This is an optimization exercise on Yosys and OpenROAD, whose aim is small area, not a production implementation. In this exercise RTL edits were held to simulation tests only and were not proved equivalent to the original. Power and IR drop assume default switching activity.

===== config.mk =====
export PLATFORM = sky130hd
export DESIGN_NAME = wb_top
export DESIGN_NICKNAME = wb_top
export VERILOG_FILES = /design/flow/design.v
export SDC_FILE = /design/flow/constraint.sdc
export NUM_CORES = 4
export LEC_CHECK = 0
export CAP_MARGIN = 20
export CORE_MARGIN = 2
export CORE_UTILIZATION = 40
export SLEW_MARGIN = 20

===== constraint.sdc =====
create_clock -name core_clock -period 7.0 [get_ports {clk}]
set_input_delay 1.4000 -clock core_clock [delete_from_list [all_inputs] [get_ports {clk}]]
set_output_delay 1.4000 -clock core_clock [all_outputs]
set_load 0.01 [all_outputs]

===== design.v =====
`default_nettype none
package mips_pkg;
    localparam int data_w     = 32;
    localparam int reg_addr_w = 5;
    localparam logic [reg_addr_w-1:0] ra_reg      = 5'd31;   
    localparam logic [data_w-1:0]     link_offset = 32'd8;   
    localparam logic [data_w-1:0]     nop_instr   = '0;      
    typedef enum logic [5:0] {
        op_special = 6'b000000,
        op_jal     = 6'b000011,
        op_beq     = 6'b000100,
        op_bne     = 6'b000101,
        op_addi    = 6'b001000,
        op_andi    = 6'b001100,
        op_ori     = 6'b001101,
        op_lui     = 6'b001111,
        op_lb      = 6'b100000,
        op_lh      = 6'b100001,
        op_lw      = 6'b100011,
        op_sb      = 6'b101000,
        op_sh      = 6'b101001,
        op_sw      = 6'b101011
    } opcode_e;
    typedef enum logic [5:0] {
        funct_sll  = 6'b000000,
        funct_jr   = 6'b001000,
        funct_add  = 6'b100000,
        funct_sub  = 6'b100010,
        funct_and  = 6'b100100,
        funct_or   = 6'b100101,
        funct_slt  = 6'b101010,
        funct_sltu = 6'b101011
    } funct_e;
    typedef enum logic [1:0] {
        wb_alu     = 2'd0,
        wb_mem     = 2'd1,
        wb_pc_link = 2'd2
    } wb_src_e;
    typedef enum logic [1:0] {
        ld_word = 2'd0,
        ld_byte = 2'd1,
        ld_half = 2'd2,
        ld_none = 2'd3
    } load_kind_e;
endpackage
`default_nettype wire
`timescale 1ns/100ps
`default_nettype none
module m_w_reg (
    input  logic                        clk,
    input  logic                        reset,
    input  logic                        stall,
    input  logic                        flush,
    input  logic [mips_pkg::data_w-1:0] m_instr,
    input  logic [mips_pkg::data_w-1:0] m_pc,
    input  logic [mips_pkg::data_w-1:0] m_alu_out,
    input  logic [mips_pkg::data_w-1:0] m_dm_out,
    output logic [mips_pkg::data_w-1:0] w_instr,
    output logic [mips_pkg::data_w-1:0] w_pc,
    output logic [mips_pkg::data_w-1:0] w_alu_out,
    output logic [mips_pkg::data_w-1:0] w_dm_out
);
    always_ff @(posedge clk) begin
        if (reset || flush) begin   
            w_instr   <= mips_pkg::nop_instr;
            w_pc      <= '0;
            w_alu_out <= '0;
            w_dm_out  <= '0;
        end else if (!stall) begin
            w_instr   <= m_instr;
            w_pc      <= m_pc;
            w_alu_out <= m_alu_out;
            w_dm_out  <= m_dm_out;
        end
    end
endmodule
`default_nettype wire
`timescale 1ns/100ps
`default_nettype none
module cu_w (
    input  logic [mips_pkg::data_w-1:0]          w_instr,
    output logic [mips_pkg::reg_addr_w-1:0]       reg_addr,
    output logic [1:0]                            wb_src,
    output logic [1:0]                            load_kind
);
    typedef enum logic [2:0] {
        cls_calc_r,
        cls_calc_i,
        cls_load,
        cls_store,
        cls_branch,
        cls_jump,    
        cls_link,    
        cls_other
    } instr_class_e;
    logic [5:0]                       op;
    logic [5:0]                       funct;
    logic [mips_pkg::reg_addr_w-1:0]  rt;
    logic [mips_pkg::reg_addr_w-1:0]  rd;
    instr_class_e                     iclass;
    assign op    = w_instr[31:26];
    assign rt    = w_instr[20:16];
    assign rd    = w_instr[15:11];
    assign funct = w_instr[5:0];
    always_comb begin
        case (op)
            mips_pkg::op_special: begin
                case (funct)
                    mips_pkg::funct_add, mips_pkg::funct_sub,
                    mips_pkg::funct_and, mips_pkg::funct_or,
                    mips_pkg::funct_slt, mips_pkg::funct_sltu,
                    mips_pkg::funct_sll:  iclass = cls_calc_r;
                    mips_pkg::funct_jr:   iclass = cls_jump;
                    default:              iclass = cls_other;
                endcase
            end
            mips_pkg::op_ori, mips_pkg::op_andi,
            mips_pkg::op_addi, mips_pkg::op_lui:   iclass = cls_calc_i;
            mips_pkg::op_lw, mips_pkg::op_lb,
            mips_pkg::op_lh:                       iclass = cls_load;
            mips_pkg::op_sw, mips_pkg::op_sb,
            mips_pkg::op_sh:                       iclass = cls_store;
            mips_pkg::op_beq, mips_pkg::op_bne:    iclass = cls_branch;
            mips_pkg::op_jal:                      iclass = cls_link;
            default:                               iclass = cls_other;
        endcase
    end
    always_comb begin
        case (iclass)
            cls_calc_r: begin
                reg_addr = rd;
                wb_src   = mips_pkg::wb_alu;
            end
            cls_calc_i, cls_load: begin
                reg_addr = rt;
                wb_src   = (iclass == cls_load) ? mips_pkg::wb_mem : mips_pkg::wb_alu;
            end
            cls_link: begin
                reg_addr = mips_pkg::ra_reg;
                wb_src   = mips_pkg::wb_pc_link;
            end
            default: begin   
                reg_addr = '0;
                wb_src   = mips_pkg::wb_alu;
            end
        endcase
    end
    always_comb begin
        case (op)
            mips_pkg::op_lw: load_kind = mips_pkg::ld_word;
            mips_pkg::op_lb: load_kind = mips_pkg::ld_byte;
            mips_pkg::op_lh: load_kind = mips_pkg::ld_half;
            default:         load_kind = mips_pkg::ld_none;
        endcase
    end
endmodule
`default_nettype wire
`timescale 1ns/100ps
`default_nettype none
module wb_data_select (
    input  logic [mips_pkg::data_w-1:0]   w_pc,
    input  logic [mips_pkg::data_w-1:0]   w_alu_out,
    input  logic [mips_pkg::data_w-1:0]   w_dm_out,
    input  logic [1:0]                    wb_src,
    input  logic [1:0]                    load_kind,
    output logic [mips_pkg::data_w-1:0]   wb_data
);
    logic [7:0]                  byte_lane;
    logic [15:0]                 half_lane;
    logic [mips_pkg::data_w-1:0] load_data;
    always_comb begin
        case (w_alu_out[1:0])
            2'd0:    byte_lane = w_dm_out[7:0];
            2'd1:    byte_lane = w_dm_out[15:8];
            2'd2:    byte_lane = w_dm_out[23:16];
            default: byte_lane = w_dm_out[31:24];
        endcase
    end
    assign half_lane = w_alu_out[1] ? w_dm_out[31:16] : w_dm_out[15:0];
    always_comb begin
        case (load_kind)
            mips_pkg::ld_byte: load_data = {{24{byte_lane[7]}}, byte_lane};
            mips_pkg::ld_half: load_data = {{16{half_lane[15]}}, half_lane};
            default:           load_data = w_dm_out;   
        endcase
    end
    always_comb begin
        case (wb_src)
            mips_pkg::wb_mem:     wb_data = load_data;
            mips_pkg::wb_pc_link: wb_data = w_pc + mips_pkg::link_offset;
            default:              wb_data = w_alu_out;
        endcase
    end
endmodule
`default_nettype wire
`timescale 1ns/100ps
`default_nettype none
module reg_file (
    input  logic                            clk,
    input  logic                            reset,
    input  logic [mips_pkg::reg_addr_w-1:0] wr_addr,
    input  logic [mips_pkg::data_w-1:0]     wr_data,
    input  logic [mips_pkg::reg_addr_w-1:0] rd_addr_a,
    input  logic [mips_pkg::reg_addr_w-1:0] rd_addr_b,
    output logic [mips_pkg::data_w-1:0]     rd_data_a,
    output logic [mips_pkg::data_w-1:0]     rd_data_b
);
    localparam int depth = 2 ** mips_pkg::reg_addr_w;
    logic [mips_pkg::data_w-1:0] regs [depth];
    function automatic logic [mips_pkg::data_w-1:0] read_port(
        input logic [mips_pkg::reg_addr_w-1:0] addr
    );
        logic [mips_pkg::data_w-1:0] value;
        if (addr == '0)
            value = '0;
        else if (addr == wr_addr)
            value = wr_data;   
        else
            value = regs[addr];
        read_port = value;
    endfunction
    always_ff @(posedge clk) begin
        if (reset) begin
            for (int i = 0; i < depth; i++) begin
                regs[i] <= '0;
            end
        end else if (wr_addr != '0) begin
            regs[wr_addr] <= wr_data;
        end
    end
    always_comb begin
        rd_data_a = read_port(rd_addr_a);
    end
    always_comb begin
        rd_data_b = read_port(rd_addr_b);
    end
endmodule
`default_nettype wire
`timescale 1ns/100ps
`default_nettype none
module wb_top (
    input  logic                            clk,
    input  logic                            reset,
    input  logic                            stall,
    input  logic                            flush,
    input  logic [mips_pkg::data_w-1:0]     m_instr,
    input  logic [mips_pkg::data_w-1:0]     m_pc,
    input  logic [mips_pkg::data_w-1:0]     m_alu_out,
    input  logic [mips_pkg::data_w-1:0]     m_dm_out,
    input  logic [mips_pkg::reg_addr_w-1:0] rs_addr,
    input  logic [mips_pkg::reg_addr_w-1:0] rt_addr,
    output logic [mips_pkg::data_w-1:0]     rs_data,
    output logic [mips_pkg::data_w-1:0]     rt_data,
    output logic [mips_pkg::reg_addr_w-1:0] w_fwd_addr,
    output logic [mips_pkg::data_w-1:0]     w_fwd_data
);
    logic [mips_pkg::data_w-1:0] w_instr;
    logic [mips_pkg::data_w-1:0] w_pc;
    logic [mips_pkg::data_w-1:0] w_alu_out;   
    logic [mips_pkg::data_w-1:0] w_dm_out;    
    logic [1:0]           wb_src;
    logic [1:0]           load_kind;
    m_w_reg u_m_w_reg (
        .clk       (clk),
        .reset     (reset),
        .stall     (stall),
        .flush     (flush),
        .m_instr   (m_instr),
        .m_pc      (m_pc),
        .m_alu_out (m_alu_out),
        .m_dm_out  (m_dm_out),
        .w_instr   (w_instr),
        .w_pc      (w_pc),
        .w_alu_out (w_alu_out),
        .w_dm_out  (w_dm_out)
    );
    cu_w u_cu_w (
        .w_instr   (w_instr),
        .reg_addr  (w_fwd_addr),
        .wb_src    (wb_src),
        .load_kind (load_kind)
    );
    wb_data_select u_wb_data_select (
        .w_pc      (w_pc),
        .w_alu_out (w_alu_out),
        .w_dm_out  (w_dm_out),
        .wb_src    (wb_src),
        .load_kind (load_kind),
        .wb_data   (w_fwd_data)
    );
    reg_file u_reg_file (
        .clk       (clk),
        .reset     (reset),
        .wr_addr   (w_fwd_addr),
        .wr_data   (w_fwd_data),
        .rd_addr_a (rs_addr),
        .rd_addr_b (rt_addr),
        .rd_data_a (rs_data),
        .rd_data_b (rt_data)
    );
endmodule
`default_nettype wire

===== run.sh =====
#!/bin/bash
# synth_recipe.tcl (not shown) runs the flow's synth.tcl, then flattens the netlist and writes it again
# the make line also repeats each setting of config.mk as NAME=value (left out here)
make -C /OpenROAD-flow-scripts/flow DESIGN_CONFIG=/design/flow/config.mk WORK_HOME=/design/flow/orfs CLKGATE_MAP_FILE= SYNTH_SCRIPT=/design/flow/synth_recipe.tcl finish

==> summary.txt <==
==> power groups by stage <==
stage | logic (mW) | registers, mW | clock network (mW)
floorplan | 1.20 | 7.86 | 0
global placement | 2.12 | 7.88 | 0
detailed placement | 2.13 | 7.90 | 0
CTS | 2.14 | 7.76 | 6.34
global route | 2.23 | 7.78 | 6.60
finish | 2.17 | 7.76 | 6.32
==> registers in the layout, indices dropped and copies added, names as in the netlist <==
signal and flops:
u_m_w_reg.w_instr 22, u_m_w_reg.w_dm_out 32, u_reg_file.regs 1024, u_m_w_reg.w_alu_out 32, u_m_w_reg.w_pc 32
==> critical path, stage by stage (launching register included) <==
cell             delay, ns
dfxtp_1               0.42
nor3_1                0.42
nand2_1               0.10
a21o_1                0.20
ha_1                  0.44
a221oi_2              0.85
o21ai_0               0.41
o221ai_2              0.37
buf_4                 0.33
nor2_1                0.06
mux2_1                0.29
clkdlybuf4s50_1       0.48
==> layout by cell type, fill, tap and decap left out, types with 16 or more instances in the layout <==
cell and instances:
mux2_2 21, dfxtp_1 118, mux2_1 36, clkbuf_1 36, buf_4 157, clkinv_1 35
nand3_1 20, mux4_2 641, o21ai_0 26, o221ai_2 17, clkdlybuf4s50_1 222, mux2i_1 134
edfxtp_1 1024, clkinv_2 16, nor3_1 144, nand2_1 213, inv_1 48, buf_12 36
nor2_1 1066, conb_1 32, nand2b_1 21, clkbuf_16 123, a21oi_1 73, or2_2 37
==> routing by layer <==
layer,wire [um],vias to the layer above,track usage
met5,93,-,0
met4,11200,12,0.126
met3,29900,591,0.0794
met2,103000,3107,0.457
met1,82000,21900,0.394
li1,-,16600,-
==> path summary, 6_finish.rpt <==
check	cells past startpoint	from	to	slack (ns)
min reg2reg	2	u_m_w_reg.w_instr[20]$_SDFFE_PP0N_	u_m_w_reg.w_instr[20]$_SDFFE_PP0N_	0.49
max reg2reg	8	u_m_w_reg.w_instr[30]$_SDFFE_PP0N_	u_reg_file.regs[29][18]$_SDFFCE_PN0P_	1.91
min	2	u_m_w_reg.w_instr[20]$_SDFFE_PP0N_	u_m_w_reg.w_instr[20]$_SDFFE_PP0N_	0.49
max	11	u_m_w_reg.w_instr[30]$_SDFFE_PP0N_	rs_data[24]	0.41
==> per-stage QoR <==
step	setup slack [ns]	cell area, um2
finish	0.411	69200
global route	0.0801	69200
CTS	0.426	69100
detailed placement	0.878	65400
global placement	0.910	65300
floorplan	1.74	60000
==> cells by family (layout without fill, tap and decap cells) <==
group / Yosys count / after routing / synth area share
AO/OA/AOI/OAI: 202 / 202 / 0.0224
AND/OR/NAND/NOR: 1602 / 1602 / 0.111
adder cells (fa/ha/maj): 3 / 3 / 0.000627
XOR/XNOR: 30 / 30 / 0.00439
buffers and inverters: 511 / 707 / 0.0341
multiplexers: 832 / 832 / 0.274
other: 1 / 32 / 0.0000626
flip-flops: 1142 / 1142 / 0.553
==> area by class of cell <==
class	count	area share
tap	1930	0.0349
sequential	1142	0.479
clock inverter	69	0.00818
inverter	56	0.00318
clock buffer	159	0.0465
timing repair buffer	423	0.0612
multi-input combinational	2701	0.367
==> impl_results.md <==
- FFs w/ async S/R, synth: 0
- Die area: 153,000 um2
- Max cap viols: 0
- Global-route wire length before repair: 315 mm
- P per Cell Area: 235 nW/um2
- Gate Count Post-Synth: 4,323
- Clock Power Share: 0.389
- Top post-synthesis cells by count: nor2_1, edfxtp_1, mux4_2, clkbuf_1, nand2_1
- CTS Root Cell: clkbuf_16
- Area occupied by multi-input gates: 25,400 um2
- Logic pwr share: 0.133
- Via Count: 42,200
- H-Tree Depth: 3
- Vias per cell: 6.51
- WP data arrival: 5.19 ns
- Psw: 4.18 mW
- Tot Pwr: 16.2 mW
- Final setup viols: 0
- Detail Route Antenna Nets: 0
- Ant. Diodes: 0
- GRT Resource Usage Total: 0.295
- HP Class: reg -> reg
- Int Pwr: 12.1 mW
- Final Util: 0.467
- Rows: 141
- Pre-antenna DRT Iters: 6
- Avg Cell Area, Syn: 13.9 um2
- Req. time, crit path: 5.60 ns
- Maximum root-to-sink buffer count: 3
- Fill cells: 13,100
- Share of layout cells above drive strength 1: 0.256
- Setup repair bufs after CTS: 0
- Number of global-route vias before repair: 41,800
- Core area: 148,000 um2
- Antenna violations before repair: 7
- FF+latch area: 33,100 um2
- Die height: 391 um
- Main synth FF type: edfxtp_1
- Slew headroom: 0.206
- #FFs+latches synth: 1,142
- Initial Util: 0.404
- Nets: 4,590
- Net Sw Frac: 0.257
- Top cell type's share of synthesized area: 0.513
- Sink Count: 1,142
- IO Pins: 243
- Setup TNS: 0 ns
- Critical Path Fanout Max: 17
- Minimum clock period after layout: 6.59 ns
- Post-synthesis cell area: 59,900 um2
- Synth cell types: 71
- Synth warnings: 4
- Die X: 391 um
- CTS clk-pin slew, worst paths: 0.06 ns
- Syn-to-layout area delta: 15.5%
- Status: timing/DRC/antenna clean
- Seq pwr share: 0.478
- Share of the yosys chip area belonging to registers: 0.553
- Total grt overflow: 0
- CTS tree: done
- Gpl congestion: 0.866
- Final worst hold slack: 0.493 ns
- P_leak: 23.3 nW
- Clock latency (worst-skew pair): 0.78 ns
- Final count of pins violating max slew: 0
- Yosys top cell by area: edfxtp_1
- Avg WL per Cell: 35.0 um
- Initial DRC count: 6,485
- Final hold violations: 0
- # resized after CTS: 0
- # placed instances: 6,252
- Most frequent cell after synthesis: nor2_1
- Final std cells w/o fill: 6,480
- Total Wirelength: 227 mm
- Critical path launch point type: flip-flop
- RSZ-0062 raised after global routing: no
- Worst-case vdd ir drop: 212 uV
- EDFF count, synth: 1,024
- Post-route clock period utilization: 0.941
- Post-DP HPWL: 137 mm
- Crit path capture type: primary output
- Ranking of synthesized cells by area: edfxtp_1, mux4_2, nor2_1, dfxtp_1, mux2i_1
- Critical path class: reg -> out
- # port buffers: 232
- Hold-fix buffers, CTS: 0
- Slew @ Worst Pin: 1.19 ns
- Clk_skew: 0.0390 ns
- # DRC: 0
- Pin count of the biggest net entering global routing: 96
- CTS buffer count: 121
- Achievable Freq: 0.152 GHz

==> re-timing with driven ports <==
Ports are ideal in the flow. The routed layout listed here was re-timed in OpenROAD.
Step 1 assumes that a clkbuf_16 drives the clock port and a buf_2 every other input.
Step 2 times the ports against the registers' clock, not the clock port: input delays grow and output delays shrink by t, the midpoint of the rising clock arrivals with the driver on.
Slacks: no drivers / after step 1 / after step 2; pairs: no drivers / after step 1.
t (ns): 0.843
slack for setup (ns): 0.411 / 0.328 / 0.779
worst setup path after step 2: input to output
latest minus earliest clock arrival (ns): 0.043 / 0.044
worst slew at a driven data input, ns: 0.07
After both steps setup and hold are still met in this run. For this run, drivers alone change the setup slack by -0.083 ns; drivers and shift together by +0.368 ns.
